Source: an optimization exercise on an open RTL-to-GDS flow (aim: small area, a short achievable clock period and few clock cycles). Production flows keep margins and buffers that such runs may drop.
Only simulation tests tie the RTL to the original design; equivalence was not proved.

== job 5441 ==
==> flow/design.v (excerpt) <==
module quad_photodiode_stepper_centering (
    input  logic                              aclk,
    input  logic                              aresetn,
    input  logic                              s_tvalid,
    output logic                              s_tready,
    input  logic [qpsc_pkg::IN_DATA_W-1:0]    s_tdata,   
    input  logic                              s_tuser,   
    output logic                              m_tvalid,
    input  logic                              m_tready,
    output logic [qpsc_pkg::OUT_DATA_W-1:0]   m_tdata,   
    input  logic                              cfg_we,
    input  logic [qpsc_pkg::CFG_IDX_W-1:0]    cfg_index,
    input  logic [qpsc_pkg::CFG_W-1:0]        cfg_wdata
);
make LEC_CHECK=0 CAP_MARGIN=20 CORE_MARGIN=2 CORE_UTILIZATION=60 CTS_CLUSTER_DIAMETER=150 CTS_CLUSTER_SIZE=20 SLEW_MARGIN=80 SYNTH_HIERARCHICAL=1 SYNTH_MINIMUM_KEEP_SIZE=0 finish   # period 12.5 ns
run.sh (not shown) runs the stock make flow with config.mk's settings and CLKGATE_MAP_FILE= SYNTH_SCRIPT=/design/flow/synth_recipe.tcl, a recipe that flattens the netlist after the stock synthesis.
Job 5441 reached the final stage; the timing, design-rule and antenna checks on its layout passed.
Testbench counts of job 5441, summed over its fixed seeds: cycles 32,256.
> inputs changed (job 5441 -> job 372)
diff --git a/flow/config.mk b/flow/config.mk
--- a/flow/config.mk
+++ b/flow/config.mk
@@ -9,6 +9,6 @@
 export CORE_MARGIN = 2
-export CORE_UTILIZATION = 60
-export CTS_CLUSTER_DIAMETER = 150
-export CTS_CLUSTER_SIZE = 20
-export SLEW_MARGIN = 80
+export CORE_UTILIZATION = 70
+export CTS_CLUSTER_DIAMETER = 200
+export CTS_CLUSTER_SIZE = 24
+export SLEW_MARGIN = 60
 export SYNTH_HIERARCHICAL = 1
==> comparison <==
Proportion of layout cells with a drive suffix above 1 for job 372 is lower than for job 5441. Summary of job 372 over job 5441: core region area shows a reduction of about 15%; non-clock buffer count in the final layout now smaller; fraction of area in multi-input gates has increased; time the worst path needs with I/O delays and setup fell by 0.031 ns. Number of clock buffers inserted by TritonCTS came out lower on job 372 than on job 5441. Met2 layer wire length in the routed design (job 372 vs. job 5441) decreases by a little under 10%. Between job 5441 and job 372, global-route met3 utilization is higher for job 372, job 5441 comes in under that.
> inputs changed (job 372 -> job 8732)
diff --git a/flow/config.mk b/flow/config.mk
--- a/flow/config.mk
+++ b/flow/config.mk
@@ -9,6 +9,6 @@
 export CORE_MARGIN = 2
-export CORE_UTILIZATION = 70
-export CTS_CLUSTER_DIAMETER = 200
-export CTS_CLUSTER_SIZE = 24
-export SLEW_MARGIN = 60
+export CORE_UTILIZATION = 60
+export CTS_CLUSTER_DIAMETER = 150
+export CTS_CLUSTER_SIZE = 20
+export SLEW_MARGIN = 40
 export SYNTH_HIERARCHICAL = 1
Against job 372, die area in job 8732 rose by more than 10%. Buffer count excluding the clock tree in the final layout delta for job 8732 relative to job 372: 2.6% lower. Job 8732 vs. job 372: share of the clock period used by the worst path saw an increase, critical path depth has decreased, post-route cell area increased by about 0.32% relative to the old numbers, maximum achievable frequency fell by about 4.6%.
Input-level comparison between job 3730 and job 8732:
diff --git a/flow/config.mk b/flow/config.mk
--- a/flow/config.mk
+++ b/flow/config.mk
@@ -9,6 +9,6 @@
 export CORE_MARGIN = 2
-export CORE_UTILIZATION = 60
+export CORE_UTILIZATION = 70
 export CTS_CLUSTER_DIAMETER = 150
 export CTS_CLUSTER_SIZE = 20
-export SLEW_MARGIN = 40
+export SLEW_MARGIN = 60
 export SYNTH_HIERARCHICAL = 1
Results
In the metrics for job 8732 and job 3730, the one carrying the higher fraction of final layout cells with drive strength greater than 1 is job 3730.
Relative to job 8732, portion of the clock cycle consumed by the worst path in the final layout has decreased by 1.8 points in job 3730.
Status: via count of the first global-routing pass parity (job 8732, job 3730)
Cell count, job 8732 and job 3730, lower one = job 3730.
Comparing job 8732 and job 3730, the higher global-route usage is on job 3730.

========
== harbor ==
Starting RTL as in the previous note.
==> flow/design.v (excerpt) <==
module quad_photodiode_stepper_centering (
    input  logic                              aclk,
    input  logic                              aresetn,
    input  logic                              s_tvalid,
    output logic                              s_tready,
    input  logic [qpsc_pkg::IN_DATA_W-1:0]    s_tdata,   
    input  logic                              s_tuser,   
    output logic                              m_tvalid,
    input  logic                              m_tready,
    output logic [qpsc_pkg::OUT_DATA_W-1:0]   m_tdata,   
    input  logic                              cfg_we,
    input  logic [qpsc_pkg::CFG_IDX_W-1:0]    cfg_index,
    input  logic [qpsc_pkg::CFG_W-1:0]        cfg_wdata
);
Settings: LEC_CHECK=0, CAP_MARGIN=20, CORE_MARGIN=2, CORE_UTILIZATION=60, CTS_CLUSTER_DIAMETER=150, CTS_CLUSTER_SIZE=20, SLEW_MARGIN=60, SYNTH_HIERARCHICAL=1, SYNTH_MINIMUM_KEEP_SIZE=0; clock period 12.5 ns.
Testbench counts of harbor, summed over its fixed seeds: cycles 32,256.
Input-level comparison between quartz and harbor:
--- a/flow/config.mk
+++ b/flow/config.mk
@@ -6,4 +6,5 @@
 export NUM_CORES = 4
 export LEC_CHECK = 0
+export ABC_AREA = 1
 export CAP_MARGIN = 20
 export CORE_MARGIN = 2
- No stage failed in quartz, and the final checks on the layout all came back clean.
- When the final numbers for harbor and quartz were put side by side, the initial cell density of the core turned out to be greater in harbor.
- Total detailed-routing wirelength delta for quartz relative to harbor: about 24% higher
- Re transition time at the pin with the least slew margin: quartz is 4.9 ps down on harbor.
- Of the two values seen for timing endpoint of the critical path, m_tdata[4] was produced by harbor and flight[2]$_SDFFE_PN0N_ by quartz.
- [compare] base=harbor new=quartz: share of the clock period used by the worst path went up by 1.5 points; core utilization decreased 1.1 points; summed instance area of the synthesized netlist moved up.
- Diff harbor and quartz: worst setup slack lower in quartz
Changes in raven relative to quartz:
--- a/flow/config.mk
+++ b/flow/config.mk
@@ -6,10 +6,9 @@
 export NUM_CORES = 4
 export LEC_CHECK = 0
-export ABC_AREA = 1
 export CAP_MARGIN = 20
 export CORE_MARGIN = 2
 export CORE_UTILIZATION = 60
-export CTS_CLUSTER_DIAMETER = 150
-export CTS_CLUSTER_SIZE = 20
+export CTS_CLUSTER_DIAMETER = 200
+export CTS_CLUSTER_SIZE = 24
 export SLEW_MARGIN = 60
 export SYNTH_HIERARCHICAL = 1
==> comparison <==
- raven | stages: all done | timing, DRC, antenna: all pass
- Count of final hold-check violations came out exactly the same in raven and quartz.
- Between raven and quartz, non-clock buffer count is higher for raven, quartz comes in under that.
- Share of the clock period used by the worst path: raven < quartz
- Across both runs, maximum net fanout on the critical path was lower for raven than for quartz.
## Diff of input files: maple against raven
--- a/flow/config.mk
+++ b/flow/config.mk
@@ -8,8 +8,8 @@
 export CAP_MARGIN = 20
 export CORE_MARGIN = 2
-export CORE_UTILIZATION = 60
-export CTS_CLUSTER_DIAMETER = 200
-export CTS_CLUSTER_SIZE = 24
-export SLEW_MARGIN = 60
+export CORE_UTILIZATION = 70
+export CTS_CLUSTER_DIAMETER = 150
+export CTS_CLUSTER_SIZE = 20
+export SLEW_MARGIN = 70
 export SYNTH_HIERARCHICAL = 1
 export SYNTH_MINIMUM_KEEP_SIZE = 0
--- outcome ---
In the tables for maple and raven, area overhead of the layout relative to synthesis reads higher with maple.
Global-route usage, maple and raven: larger value in maple
Overall die area ends up higher on raven.
Taking raven as the reference, in maple sequential share of layout area essentially unchanged, number of clock buffers inserted by TritonCTS increased 3.

[port drivers added, routing unchanged]
No port has a modelled driver above. Below, the same layouts with a new extraction and two added sets of constraints. Step 1 sets driving cells, clkbuf_16 on the clock port and buf_2 on the other inputs (assumed; they add their load-dependent delay and slew). Step 2 moves the port delays by t, midway between the first and last clock arrival at a register: inputs arrive t later, outputs are due t later. That takes back most of the time a late clock gives input paths. a / b / c = ideal ports / drivers / drivers and shift; a / b = the first two.
run | t (ns) | slack for setup (ns) | worst register clock-pin slew, ns
job 5441 | 0.567 | 8.325 / 8.325 / 7.835 | 0.10 / 0.10
job 372 | 0.547 | 8.356 / 8.333 / 7.838 | 0.12 / 0.12
job 8732 | 0.551 | 8.157 / 8.185 / 7.634 | 0.09 / 0.09
job 3730 | 0.560 | 8.377 / 8.322 / 7.859 | 0.10 / 0.10
harbor | 0.563 | 8.348 / 8.299 / 7.830 | 0.09 / 0.09
quartz | 0.585 | 8.164 / 8.201 / 7.616 | 0.10 / 0.10
raven | 0.540 | 8.358 / 8.339 / 7.848 | 0.11 / 0.11
maple | 0.554 | 8.360 / 8.329 / 7.836 | 0.09 / 0.09
After both steps setup and hold are still met in every run listed. The setup slack of quartz, which loses most, moves by +0.037 ns with the drivers and by -0.548 ns with both steps.
